Background: an optimization exercise with open tools, aiming at small area, a short achievable clock period and few clock cycles per item. Do not read the settings as production practice. Function was checked by simulation only, so behaviour that the tests miss may differ from the original. Power figures rest on the tool's default switching activity, not on a simulated workload.

// bds_top
module bds_top
(
  input  logic        clk,
  input  logic        rst,
  input  logic        query_valid,
  output logic        query_stall,
  input  logic [27:0] query_clock_hz,
  input  logic [22:0] query_baud_wanted,
  output logic        result_valid,
  input  logic        result_stall,
  output logic [4:0]  result_osr_field,
  output logic [12:0] result_sbr_divisor,
  output logic        result_both_edge,
  output logic [27:0] result_rate_error,
  output logic        result_divisor_overflow
);
==> flow/config.mk <==
export PLATFORM = sky130hd
export DESIGN_NAME = bds_top
export DESIGN_NICKNAME = bds_top
export VERILOG_FILES = /design/flow/design.v
export SDC_FILE = /design/flow/constraint.sdc
export NUM_CORES = 4
export LEC_CHECK = 0
export CAP_MARGIN = 20
export CORE_MARGIN = 2
export CORE_UTILIZATION = 50
export PLACE_DENSITY = 0.75
export SETUP_SLACK_MARGIN = 4.5
export SLEW_MARGIN = 20
==> flow/constraint.sdc <==
create_clock -name core_clock -period 8.0 [get_ports {clk}]
set_input_delay 1.6000 -clock core_clock [delete_from_list [all_inputs] [get_ports {clk}]]
set_output_delay 1.6000 -clock core_clock [all_outputs]
set_load 0.01 [all_outputs]
run.sh (not shown) runs the stock make flow with config.mk's settings and CLKGATE_MAP_FILE= SYNTH_SCRIPT=/design/flow/synth_recipe.tcl, a recipe that flattens the netlist after the stock synthesis.
The starting point passed the timing, design-rule and antenna checks.
Testbench counts at the start, summed over its fixed seeds: cycles 16,411, queries 256.
==> next run, changes <==
- CORE_UTILIZATION: 50 -> 55
- PLACE_DENSITY: 0.75 -> default
Via count is lower by 0.41%.
Total power is lower by 0.81%.
Sequential power is higher by about 3%.
Die area is lower by 8.9%.
Synthesized cell count does not change.
Area after synthesis stays the same.
First-iteration DRC count is lower by 16%.
Clock-buffer cell count is lower by 6.
==> next run, changes <==
- CORE_UTILIZATION: 55 -> 50
The changed run passed the timing, design-rule and antenna checks.
First-iteration DRC count came out lower by 14%.
Setup slack degrades by 83 ps.
Via count came out lower by about 2.2%.
Sequential power came out lower by about 3%.
Die area came out higher by about 10%.


bds_top, a different RTL version from the one above (not shown whole).
Size: roughly 1,700 cells after synthesis, roughly 200 flip-flops, roughly 110 I/O pins.
Settings: LEC_CHECK=0, CAP_MARGIN=20, CORE_MARGIN=2, CORE_UTILIZATION=65, SETUP_SLACK_MARGIN=4.2, SLEW_MARGIN=20; clock period 8.0 ns.
Testbench counts at the start, summed over its fixed seeds: cycles 20,821, queries 256.
Change:
--- a/flow/config.mk
+++ b/flow/config.mk
@@ -8,5 +8,4 @@
 export CAP_MARGIN = 20
 export CORE_MARGIN = 2
-export CORE_UTILIZATION = 65
-export SETUP_SLACK_MARGIN = 4.2
+export CORE_UTILIZATION = 40
 export SLEW_MARGIN = 20
After rerunning:
- first-iteration DRC count is lower by well over a third
- worst setup slack degrades by 1.5 ns
- final area is lower by a little under a tenth
- worst hold slack degrades by 0.019 ns
- global-route usage is lower by 16 points
- utilization is lower by 35 points
- sequential power barely changes
- combinational power is lower by a quarter to a third
- total power is lower by about a fifth


Another version of the RTL of bds_top (not shown whole).
For scale: ~1800 cells after synthesis.
clock: 8.0 ns
lec_check: 0
cap_margin: 20
core_margin: 2
core_utilization: 65
setup_slack_margin: 4.2
slew_margin: 20
The first run completed without violations.
Testbench counts at the start, summed over its fixed seeds: cycles 20,735, queries 256.
Edit:
- CORE_UTILIZATION: 65 -> 50
- SETUP_SLACK_MARGIN: 4.2 -> 4.8
Final area increases by roughly a tenth.
Global-route usage shrinks by 6.0 points.
Clock-buffer cell count fell by 3.
Non-clock buffer count rose by 131.
Total power rose by about a fifth.
Setup slack is better by 44 ps.
Synthesized cell count stays the same.
First-iteration DRC count is lower by a few percent.
Fmax is higher slightly.
Via count came out higher slightly.
Synthesized area is unchanged.


run A:
Another version of the RTL of bds_top (not shown whole).
For scale: ~1,900 cells after synthesis, about 17,000 sq um of cells after synthesis.
// bds_top
module bds_top
(
  input  logic        clk,
  input  logic        rst,
  input  logic        query_valid,
  output logic        query_stall,
  input  logic [27:0] query_clock_hz,
  input  logic [22:0] query_baud_wanted,
  output logic        result_valid,
  input  logic        result_stall,
  output logic [4:0]  result_osr_field,
  output logic [12:0] result_sbr_divisor,
  output logic        result_both_edge,
  output logic [27:0] result_rate_error,
  output logic        result_divisor_overflow
);
clock: 8.0 ns
lec_check: 0
cap_margin: 20
core_margin: 2
core_utilization: 50
setup_slack_margin: 5.0
slew_margin: 20
Run A was carried through to the last stage, and its layout satisfied the timing, design-rule and antenna checks.
Testbench counts of run A, summed over its fixed seeds: cycles 18,835, queries 256.
Setup changes, run A to run B
diff --git a/flow/config.mk b/flow/config.mk
--- a/flow/config.mk
+++ b/flow/config.mk
@@ -11 +11 @@
-export SETUP_SLACK_MARGIN = 5.0
+export SETUP_SLACK_MARGIN = 4.5
- Looking at routed wire length across both flows, run B is the stronger of the two, with run A trailing.
- Post-place setup slack down 140 ps in run B wrt run A
- Against run A, run B reports a period utilization that is higher.
- Diff run B and run A: design area lower in run B
- Looking at cell with the largest stage delay on the worst path, the sky130_fd_sc_hd__edfxtp_1 result is from run A; the sky130_fd_sc_hd__a222oi_1 one comes from run B.
- Changes observed in run B relative to run A: count of buffers added by post-CTS timing repair for setup saw a decrease; final critical-path required period shows an increase of 95 ps.
- [run B] maximum frequency from static timing analysis fell 0.0076 GHz relative to run A
- Biggest cell delay along the critical path: run B vs run A up 220 ps


Setup of run 1:
Another version of the RTL of bds_top (not shown whole).
For scale: about 2000 cells after synthesis, ~210 flip-flops, about 110 I/O pins, ~0.018 mm^2 of cells after synthesis.
clock: 8.0 ns
lec_check: 0
cap_margin: 20
core_margin: 2
core_utilization: 60
setup_slack_margin: 4.5
slew_margin: 20
Testbench counts of run 1, summed over its fixed seeds: cycles 16,795, queries 256.
Relative to run 1, the following input files were edited for run 2:
--- a/flow/config.mk
+++ b/flow/config.mk
@@ -10 +10 @@
-export CORE_UTILIZATION = 60
+export CORE_UTILIZATION = 50
## What came out
Synthesized-area fraction occupied by ao, oa, aoi and oai cells came out exactly the same in run 1 and run 2.
Status: sequential cell area share parity (run 1, run 2)
~same overall power of the completed layout in run 1 and run 2
Total setup buffers inserted after CTS: run 2 vs run 1 down 15%

[re-timing with driven ports]
How much do the figures lean on ideal ports? The routed layouts below were timed once more, with nothing changed but the port constraints.
Step 1: set_driving_cell puts a clkbuf_16 on clk and a buf_2 on each other input, an assumption about the parent block.
Step 2 moves the port delays by t, midway between the first and last clock arrival at a register: inputs arrive t later, outputs are due t later. That takes back most of the time a late clock gives input paths.
Three values: ideal ports, drivers, drivers and shift; two values: the first two.
run | shift t [ns] | setup slack, ns | hold slack, ns | worst setup path after step 2 | pins driven straight from the clock port
the first run of note 1 | 0.613 | 4.261 / 4.261 / 4.261 | 0.439 / 0.439 / 0.439 | register to register | 1
the second run of note 1 | 0.615 | 4.407 / 4.407 / 4.407 | 0.456 / 0.456 / 0.456 | register to register | 1
the third run of note 1 | 0.621 | 4.324 / 4.324 / 4.324 | 0.433 / 0.433 / 0.433 | register to register | 1
the first run of note 2 | 0.499 | 3.824 / 3.824 / 3.824 | 0.516 / 0.516 / 0.516 | register to register | 1
the second run of note 2 | 0.515 | 2.292 / 2.292 / 2.292 | 0.497 / 0.497 / 0.497 | register to register | 1
the first run of note 3 | 0.587 | 3.883 / 3.883 / 3.883 | 0.458 / 0.458 / 0.458 | register to register | 1
the second run of note 3 | 0.599 | 3.927 / 3.927 / 3.927 | 0.429 / 0.429 / 0.429 | register to register | 1
run A | 0.613 | 4.494 / 4.494 / 4.494 | 0.439 / 0.439 / 0.439 | register to register | 1
run B | 0.592 | 4.399 / 4.399 / 4.399 | 0.445 / 0.445 / 0.445 | register to register | 1
run 1 | 0.602 | 4.444 / 4.389 / 4.467 | 0.481 / 0.481 / 0.481 | register to register | 1
run 2 | 0.611 | 4.434 / 4.434 / 4.434 | 0.455 / 0.455 / 0.455 | register to register | 1
After both steps setup and hold are still met in every run listed.
